Source: an optimization exercise on an open RTL-to-GDS flow (aim: small area and a short achievable clock period). Production flows keep margins and buffers that such runs may drop.
At most, simulation tests tie the RTL to the original design; equivalence was not proved.

==> run a <==
==> flow/design.v (excerpt) <==
module sidAudioPath (
  input  logic               clk,
  input  logic               rst,
  input  logic               sampleValid,
  input  logic signed [11:0] voice0,
  input  logic signed [11:0] voice1,
  input  logic signed [11:0] voice2,
  input  logic [7:0]         env0,
  input  logic [7:0]         env1,
  input  logic [7:0]         env2,
  input  logic [2:0]         filterRoute,
  input  logic [1:0]         mode,
  input  logic [15:0]        coef,
  input  logic [3:0]         volume,
  output logic signed [15:0] audioOut,
  output logic               audioValid
);
  logic val1, val2, val3, val4, val5, val6;
  logic rst_r;   
  always_ff @(posedge clk) begin
    val1       <= sampleValid & ~rst;
    val2       <= val1 & ~rst;
    val3       <= val2 & ~rst;
    val4       <= val3 & ~rst;
    val5       <= val4 & ~rst;
    val6       <= val5 & ~rst;
    audioValid <= val6 & ~rst;
    rst_r      <= rst;
  end
  logic [11:0] nv0_1, nv1_1, nv2_1;   
  wire  [11:0] v0_1 = ~nv0_1, v1_1 = ~nv1_1, v2_1 = ~nv2_1;
  logic [7:0]  e0_1, e1_1, e2_1;
  logic [2:0]  rt_1;
  logic [15:0] coef_r;
  logic [1:0]  mode_r;
  logic [3:0]  vol_r;
  always_ff @(posedge clk) begin
  ...
export LEC_CHECK = 0
export ABC_AREA = 1
export CAP_MARGIN = 20
export CORE_MARGIN = 2
export CORE_UTILIZATION = 40
export SLEW_MARGIN = 20
create_clock -name core_clock -period 20.0 [get_ports {clk}]
standard.sh (not shown) runs the stock make flow with config.mk's settings and CLKGATE_MAP_FILE= SYNTH_SCRIPT=/design/flow/synth_recipe.tcl, a recipe that flattens the netlist after the stock synthesis.
==> flow/flow/run.sh <==
#!/bin/bash
# The standard layout with two changes in how it is made (the SDC is unchanged):
#  - after the standard synthesis, flow/invopt.py re-places the netlist's inverters around
#    its full adders and XOR gates (a full adder is self-dual, so each may compute the
#    complements of its outputs from complemented inputs; an XOR gate absorbs an inverted
#    input by becoming an XNOR); registers and all other cells are left as they are;
#  - the resizer's setup repair aims at a shorter period than the 20 ns constraint: paths
#    with less than MARGIN ns of slack are sized up and buffered.
set -euo pipefail
MARGIN=$(cat flow/margin.txt)
R=orfs/results/sky130hd/sidAudioPath/base
bash standard.sh synth > synth.log 2>&1
cp $R/1_2_yosys.v $R/1_2_yosys_std.v
python3 flow/invopt.py $R/1_2_yosys_std.v $R/1_2_yosys.v > invopt.log 2>&1
touch $R/1_2_yosys.v
bash standard.sh SETUP_SLACK_MARGIN=$MARGIN finish > standard.log 2>&1
==> flow/flow/margin.txt <==
14.5
Other scripts of this flow, unchanged in this note and not shown: flow/flow/invopt.py
==> run b: changes against run a <==
--- a/flow/design.v
+++ b/flow/design.v
@@ -59,16 +59,16 @@
     coef_r <= coef;
     mode_r <= mode;
     vol_r  <= volume;
   end
   logic [8:0] kb_none, kb_ntwo, kb_nneg;   
   wire [8:0] kb_one = ~kb_none, kb_two = ~kb_ntwo, kb_neg = ~kb_nneg;
-  logic [14:0] Cp_r;   
+  wire [14:0] Cp_r;   
   wire cpCorr = (~coef_r[0] & (|coef_r)) | (coef_r[0] & coef_r[15]);
+  assign Cp_r = coef_r[15:1] - {14'd0, cpCorr};
   always_ff @(posedge clk) begin
-    Cp_r <= coef_r[15:1] - {14'd0, cpCorr};
     kb_none[0] <= ~(coef_r[0] ^ 1'b0); kb_ntwo[0] <= ~((coef_r[1] & ~coef_r[0] & ~1'b0) | (~coef_r[1] & coef_r[0] & 1'b0)); kb_nneg[0] <= ~(~coef_r[1] & (coef_r[0] | 1'b0));
     kb_none[1] <= ~(coef_r[2] ^ coef_r[1]); kb_ntwo[1] <= ~((coef_r[3] & ~coef_r[2] & ~coef_r[1]) | (~coef_r[3] & coef_r[2] & coef_r[1])); kb_nneg[1] <= ~(~coef_r[3] & (coef_r[2] | coef_r[1]));
     kb_none[2] <= ~(coef_r[4] ^ coef_r[3]); kb_ntwo[2] <= ~((coef_r[5] & ~coef_r[4] & ~coef_r[3]) | (~coef_r[5] & coef_r[4] & coef_r[3])); kb_nneg[2] <= ~(~coef_r[5] & (coef_r[4] | coef_r[3]));
     kb_none[3] <= ~(coef_r[6] ^ coef_r[5]); kb_ntwo[3] <= ~((coef_r[7] & ~coef_r[6] & ~coef_r[5]) | (~coef_r[7] & coef_r[6] & coef_r[5])); kb_nneg[3] <= ~(~coef_r[7] & (coef_r[6] | coef_r[5]));
     kb_none[4] <= ~(coef_r[8] ^ coef_r[7]); kb_ntwo[4] <= ~((coef_r[9] & ~coef_r[8] & ~coef_r[7]) | (~coef_r[9] & coef_r[8] & coef_r[7])); kb_nneg[4] <= ~(~coef_r[9] & (coef_r[8] | coef_r[7]));
     kb_none[5] <= ~(coef_r[10] ^ coef_r[9]); kb_ntwo[5] <= ~((coef_r[11] & ~coef_r[10] & ~coef_r[9]) | (~coef_r[11] & coef_r[10] & coef_r[9])); kb_nneg[5] <= ~(~coef_r[11] & (coef_r[10] | coef_r[9]));
==> flow/flow/margin.txt (replaced) <==
15.0
==> comparison table <==
quantity                                             run a                 run b
Status                    no timing/DRC/antenna violations  no timing/DRC/antenna violations
Initial cell density of the core                     0.404                 0.402
Max Fclk                                         0.190 GHz             0.198 GHz
Area of placed instances                         39100 µm²             38600 µm²
RR Endpoint                            nlp[7]$_SDFFE_PP1P_  nlp[14]$_SDFFE_PP1P_
Non-clock buffers, area share                       0.0384                0.0555
Layout cells sized above 1                          0.0666                 0.129
Number of sequential storage elements                  397                   382
Synthesized area per cell                         8.94 µm²              9.01 µm²
Met3 GRT Util                                       0.0316                0.0321
Via-to-Cell Ratio                                     5.20                  5.28
Iter 0 DRT Violations                                 2089                  1987
Die Outline Area                                 95200 µm²             94000 µm²
CP peak stage delay                                 300 ps                330 ps


==> raven <==
sidAudioPath, a different RTL version from the one above (not shown whole).
## sidAudioPath
module sidAudioPath (
  input  logic               clk,
  input  logic               rst,
  input  logic               sampleValid,
  input  logic signed [11:0] voice0,
  input  logic signed [11:0] voice1,
  input  logic signed [11:0] voice2,
  input  logic [7:0]         env0,
  input  logic [7:0]         env1,
  input  logic [7:0]         env2,
  input  logic [2:0]         filterRoute,
  input  logic [1:0]         mode,
  input  logic [15:0]        coef,
  input  logic [3:0]         volume,
  output logic signed [15:0] audioOut,
  output logic               audioValid
);
==> flow/config.mk <==
export PLATFORM = sky130hd
export DESIGN_NAME = sidAudioPath
export DESIGN_NICKNAME = sidAudioPath
export VERILOG_FILES = /design/flow/design.v
export SDC_FILE = /design/flow/constraint.sdc
export NUM_CORES = 4
export LEC_CHECK = 0
export ABC_AREA = 1
export CAP_MARGIN = 20
export CORE_MARGIN = 2
export CORE_UTILIZATION = 40
export SLEW_MARGIN = 20
==> flow/constraint.sdc <==
create_clock -name core_clock -period 20.0 [get_ports {clk}]
set_input_delay 4.0000 -clock core_clock [delete_from_list [all_inputs] [get_ports {clk}]]
set_output_delay 4.0000 -clock core_clock [all_outputs]
set_load 0.01 [all_outputs]
Scripts as last shown in full above: flow/flow/run.sh
Other scripts of this flow, unchanged in this note and not shown: flow/flow/invopt.py, flow/flow/margin.txt
==> inputs of xenon, as changes to raven <==
--- a/flow/config.mk
+++ b/flow/config.mk
@@ -9,4 +9,4 @@
 export CAP_MARGIN = 20
 export CORE_MARGIN = 2
-export CORE_UTILIZATION = 40
+export CORE_UTILIZATION = 60
 export SLEW_MARGIN = 20
==> summary.txt <==
* Status: no timing/DRC/antenna violations
* TritonCTS buffer count at 47
* Critical path origin: audioOut[15]
* Worst hold margin at between 0.3 and 0.4 ns
* Max Freq at 184 MHz
* Crit path largest cell delay at 0.53 ns
* Multi-input gates at roughly 3.0k
* Worst skew pair latency at 0.63 ns
* RSZ-0062 raised after global routing: false
* Vias/cell at between 5 and 6
* Max Used Layer: met5
* Multi-input gate share of the layout cell area at ~64%
* Die Span Y at between 200 and 300 µm
* First-pass GRT wire length at around 160 mm
-- figures above: xenon

==> summary.txt <==
* Crit path largest cell delay at 0.56 ns
* Critical path origin: nlp[15]
* Max Used Layer: met4
* Worst skew pair latency at about 0.64 ns
* Die Span Y at between 300 and 400 µm
* Status: no timing/DRC/antenna violations
* RSZ-0062 raised after global routing: true
* Multi-input gate share of the layout cell area at between 60% and 70%
* Vias/cell at between 5 and 6
* Max Freq at 183 MHz
* Worst hold margin at between 0.3 and 0.4 ns
* Multi-input gates at roughly 3k
-- figures above: raven

No run of this note included a check of the RTL's function; only the layout flow was run.


==> inputs of v27 <==
Another version of the RTL of sidAudioPath (not shown whole).
## sidAudioPath
module sidAudioPath (
  input  logic               clk,
  input  logic               rst,
  input  logic               sampleValid,
  input  logic signed [11:0] voice0,
  input  logic signed [11:0] voice1,
  input  logic signed [11:0] voice2,
  input  logic [7:0]         env0,
  input  logic [7:0]         env1,
  input  logic [7:0]         env2,
  input  logic [2:0]         filterRoute,
  input  logic [1:0]         mode,
  input  logic [15:0]        coef,
  input  logic [3:0]         volume,
  output logic signed [15:0] audioOut,
  output logic               audioValid
);
export LEC_CHECK = 0
export CAP_MARGIN = 20
export CORE_MARGIN = 2
export CORE_UTILIZATION = 40
export SLEW_MARGIN = 20
create_clock -name core_clock -period 20.0 [get_ports {clk}]
==> flow/flow/run.sh <==
#!/bin/bash
# The standard layout, with the resizer's setup repair aimed at a shorter period than the
# 20 ns constraint (the SDC itself is unchanged): paths with less than MARGIN ns of slack
# are sized up and buffered.
set -euo pipefail
MARGIN=$(cat flow/margin.txt)
bash standard.sh SETUP_SLACK_MARGIN=$MARGIN finish > standard.log 2>&1
==> flow/flow/margin.txt <==
13
==> v8 (differences from v27) <==
==> flow/flow/margin.txt (replaced) <==
14
==> summary of the runs <==
- Against v8, the global-route usage of v27 is lower by 0.24 points.
- Against v8, the sequential share of layout area of v27 is higher by 0.41 points.
- Of v8 and v27, v8 has the higher final area (gap about 3.6%, measured against v27).
- Synthesized area is the same in v8 and v27.
- In v27 the non-clock buffer count is lower than in v8, by 108.
- Against v27, the setup slack of v8 is better by 0.36 ns.
- Clock skew: v27 is higher than v8 (0.0054 ns).
- In v27 the core utilization is lower than in v8, by 1.6 points.
- Synthesized cell count is the same in v8 and v27.
- Against v27, the first-iteration DRC count of v8 is larger by about 3.6%.
==> figures <==
item                                                                            v8                      v27
Run status                                                 complete, no violations  complete, no violations
Post-Route Utilization                                                       46.1%                    44.5%
Crit path time final                                                       6.46 ns                  6.81 ns
GPL Wtd Cong                                                                 0.923                    0.901
Met2 Use GR                                                                  34.2%                    33.3%
Wire length after detailed routing                                       115000 µm                113000 µm
Count of non-filler cells in the finished layout                              6194                     6088
Non-clock buffering overhead                                                 5.61%                    3.79%
Worst hold slack                                                          0.324 ns                 0.326 ns
Layout-stage area growth over the synthesis result                           14.6%                    10.6%
Uppermost signal routing layer after detailed routing                         met5                     met4
Worst-case register-to-register setup slack                               13.54 ns                 13.19 ns
Count of clock buffers in the final design                                      54                       49
Worst slack after detailed placement                                      12.48 ns                 12.21 ns
Critical Path Sink                                                           lp[4]                   nlp[6]
Worst slew margin relative to its limit                                      28.6%                    25.6%
Post-CTS resize count                                                          220                       65
Met2 WL                                                                   52000 µm                 50300 µm
Detail-routed via count per cell                                              5.35                     5.35

## static timing again, ports no longer ideal
The flow's constraints put no driver on any port. The routed layouts listed below were extracted and timed again, unchanged, in two steps. Step 1, drivers: a clkbuf_16 drives clk and a buf_2 each remaining input, both assumed. Step 2 times the ports against the registers' clock, not the clock port: input delays grow and output delays shrink by t, the midpoint of the rising clock arrivals with the driver on. Slacks: ideal / step 1 / step 2; pairs: ideal / step 1.
| run | t (ns) | setup slack, ns | worst hold slack (ns) | worst data-port slew with drivers (ns) | cell pins on the clock port's net |
|---|---|---|---|---|---|
| run a | 0.707 | 14.750 / 14.678 / 14.760 | 0.325 / 0.325 / 0.325 | 0.04 | 1 |
| run b | 0.665 | 14.938 / 14.872 / 14.988 | 0.325 / 0.325 / 0.325 | 0.06 | 1 |
| raven | 0.693 | 14.538 / 14.484 / 14.538 | 0.326 / 0.326 / 0.326 | 0.11 | 1 |
| xenon | 0.671 | 14.561 / 14.493 / 14.750 | 0.324 / 0.324 / 0.324 | 0.07 | 1 |
| v27 | 0.651 | 13.188 / 13.188 / 13.188 | 0.326 / 0.326 / 0.326 | 0.07 | 1 |
| v8 | 0.657 | 13.544 / 13.544 / 13.544 | 0.324 / 0.324 / 0.324 | 0.06 | 1 |
After both steps setup and hold are still met in every run listed.
